This is an optimization exercise on Yosys and OpenROAD, whose aim is small area and few clock cycles, not a production implementation. RTL that was checked went through simulation tests only; none was proved equivalent to the original. Power and IR drop assume default switching activity.

// byte_stream_tokenizer
module byte_stream_tokenizer (
  input  logic         clk_i,
  input  logic         rst_ni,
  input  logic         s_axis_tvalid,
  output logic         s_axis_tready,
  input  logic [7:0]   s_axis_tdata,
  output logic         m_axis_tvalid,
  input  logic         m_axis_tready,
  output logic [127:0] m_axis_tdata,
  output logic [4:0]   m_axis_tuser,
  output logic         m_axis_tlast
);
For scale: ~1100 cells after synthesis, about 150 I/O pins, about 12000 sq um of cells after synthesis.
export LEC_CHECK = 0
export CAP_MARGIN = 20
export CORE_MARGIN = 2
export CORE_UTILIZATION = 40
export SLEW_MARGIN = 20
create_clock -name core_clock -period 6.0 [get_ports {clk_i}]
standard.sh (not shown) runs the stock make flow with config.mk's settings and CLKGATE_MAP_FILE= SYNTH_SCRIPT=/design/flow/synth_recipe.tcl, a recipe that flattens the netlist after the stock synthesis.
==> flow/flow/run.sh <==
#!/bin/bash
# Layout flow: the standard flow, with the port buffers made from the
# smallest buffer cell.
set -e
export BUFFER_PORTS_ARGS="-buffer_cell sky130_fd_sc_hd__buf_1"
bash standard.sh > standard.log 2>&1
The first run ran to the end with violations: setup timing.
Change:
--- a/flow/design.v
+++ b/flow/design.v
@@ -167,48 +167,49 @@
     for (int i = 0; i < 24; i++) begin
       co_cy[i+1] = co_cy[i] & co_q[i];
       co_n[i] = (co_q[i] ^ co_cy[i]) & !(fire && clr);
       wl_cy[i+1] = wl_cy[i] & wl_q[i];
       wl_inc[i] = wl_q[i] ^ wl_cy[i];
     end
   end
   logic [30:0] val, mx, my, msum;
   logic [31:0] mcy;
   logic        nsat, big, eqk;
   assign val = {vh_q, wl_q};
-  logic [30:0] pg_g, pg_p;
   always_comb begin
+    logic [30:0] p, s0;
+    logic [31:0] c0, t;
+    logic        cb, pb;
     mx = {val[27:0], (c[3] ? 3'd7 : c[2:0])};
     my = {val[29:0], c[3]};
+    p = mx ^ my;
     mcy = '0;
-  end
-  always_comb begin
-    logic [30:0] g, p, gg, pp;
-    g = mx & my; p = mx ^ my;
-    g[0] = g[0] | (p[0] & c[3] & c[0]);
-    gg = g; pp = p;
-    for (int l = 1; l < 32; l = l * 2) begin
-      for (int i = 2 * l - 1; i < 31; i += 2 * l) begin
-        gg[i] = gg[i] | (pp[i] & gg[i-l]);
-        pp[i] = pp[i] & pp[i-l];
-      end
+    c0[0] = c[3] & c[0];
+    for (int i = 0; i < 9; i++) begin
+      msum[i] = p[i] ^ c0[i];
+      c0[i+1] = (mx[i] & my[i]) | (c0[i] & p[i]);
     end
-    for (int l = 8; l >= 1; l = l / 2) begin
-      for (int i = 3 * l - 1; i < 31; i += 2 * l) begin
-        gg[i] = gg[i] | (pp[i] & gg[i-l]);
-        pp[i] = pp[i] & pp[i-l];
+    cb = c0[9];
+    t = '0;
+    pb = 1'b1;
+    for (int i = 9; i < 31; i++) begin
+      if (i == 16 || i == 23) cb = c0[i] | (pb & cb);
+      if (i == 9 || i == 16 || i == 23) begin
+        c0[i] = 1'b0; t[i] = cb; pb = 1'b1;
       end
+      s0[i] = p[i] ^ c0[i];
+      c0[i+1] = (mx[i] & my[i]) | (c0[i] & p[i]);
+      t[i+1] = t[i] & p[i];
+      msum[i] = s0[i] ^ t[i];
+      pb = pb & p[i];
     end
-    pg_g = gg; pg_p = pp;
-    msum[0] = p[0] ^ (c[3] & c[0]);
-    for (int i = 1; i < 31; i++) msum[i] = p[i] ^ gg[i-1];
   end
   localparam logic [30:0] K = 31'd214748364;
   always_comb begin
     big = 1'b0; eqk = 1'b1;
     for (int i = 30; i >= 0; i--) begin
       if (K[i]) begin
         eqk = eqk & val[i];
       end else begin
         big = big | (eqk & val[i]);
         eqk = eqk & !val[i];
       end
The new run produced a layout that fails on setup timing.
Clock power came out lower by about 7%.
Non-clock buffer count came out lower by 1.
Utilization came out lower by 0.38 points.
Synthesized cell count came out higher by 1.9%.
Wire length came out lower by 0.81%.
Cell area came out lower by 2.9%.
Total power came out higher by 18%.
First-iteration DRC count came out lower by 9.5%.
Fmax stays flat.
Clock-buffer cell count stays the same.
No run of this note included a check of the RTL's function; only the layout flow was run.

--- another note on this design; it stands on its own ---

job 2008:
==> flow/design.v (excerpt) <==
module byte_stream_tokenizer (
  input  logic         clk_i,
  input  logic         rst_ni,
  input  logic         s_axis_tvalid,
  output logic         s_axis_tready,
  input  logic [7:0]   s_axis_tdata,
  output logic         m_axis_tvalid,
  input  logic         m_axis_tready,
  output logic [127:0] m_axis_tdata,
  output logic [4:0]   m_axis_tuser,
  output logic         m_axis_tlast
);
Size: about 1000 cells after synthesis, about 150 I/O pins, ~10000 sq um of cells after synthesis.
clock: 6.0 ns
lec_check: 0
cap_margin: 20
core_margin: 2
core_utilization: 40
slew_margin: 20
standard.sh (not shown) runs the stock make flow with config.mk's settings and CLKGATE_MAP_FILE= SYNTH_SCRIPT=/design/flow/synth_recipe.tcl, a recipe that flattens the netlist after the stock synthesis.
==> flow/flow/run.sh <==
#!/bin/bash
# Layout flow: the standard flow, with the port buffers made from the
# smallest buffer cell and a clock tree of smaller buffers without dummy loads.
set -e
export BUFFER_PORTS_ARGS="-buffer_cell sky130_fd_sc_hd__buf_1"
export CTS_ARGS="-sink_clustering_enable -repair_clock_nets -dont_use_dummy_load -buf_list sky130_fd_sc_hd__clkbuf_8"
bash standard.sh > standard.log 2>&1
Testbench counts of job 2008, summed over its fixed seeds: cycles 48,226.
What job 2309 does differently from job 2008 at the input level:
- putting PLACE_DENSITY at 0.75 where nothing was set
- swapping 40 for 65 in CORE_UTILIZATION
- putting ABC_AREA at 1 where nothing was set
==> comparison <==
Across both runs, period utilization was lower for job 2309 than for job 2008.
When job 2309 is set beside job 2008, its worst hold slack turns out to be 68 ps smaller.
Multi-input gate share of the layout cell area was lower in the run labelled job 2309.

[afterwards: timing with drivers on the ports]
The results above use ideal ports. As a check the final layouts listed here were re-extracted and re-timed, cells and wires unchanged. Step 1 assumes that a clkbuf_16 drives the clock port and a buf_2 every other input. Step 2 also shifts input and output timing later by t, the mid clock arrival at the registers, as if the neighbouring blocks saw the same clock. Three values: no drivers, after step 1, after step 2; two values: the first two.
| run | shift t [ns] | slack for setup (ns) | worst setup path after step 2 |
|---|---|---|---|
| the first run of note 1 | 0.476 | -0.774 / -0.817 / -1.184 | input to register |
| the second run of note 1 | 0.470 | -0.776 / -0.797 / -1.247 | input to register |
| job 2008 | 0.491 | 0.946 / 0.946 / 0.946 | register to register |
| job 2309 | 0.480 | 1.356 / 1.356 / 1.356 | register to register |
The setup slack of the second run of note 1, which loses most, moves by -0.021 ns with the drivers and by -0.471 ns with both steps.
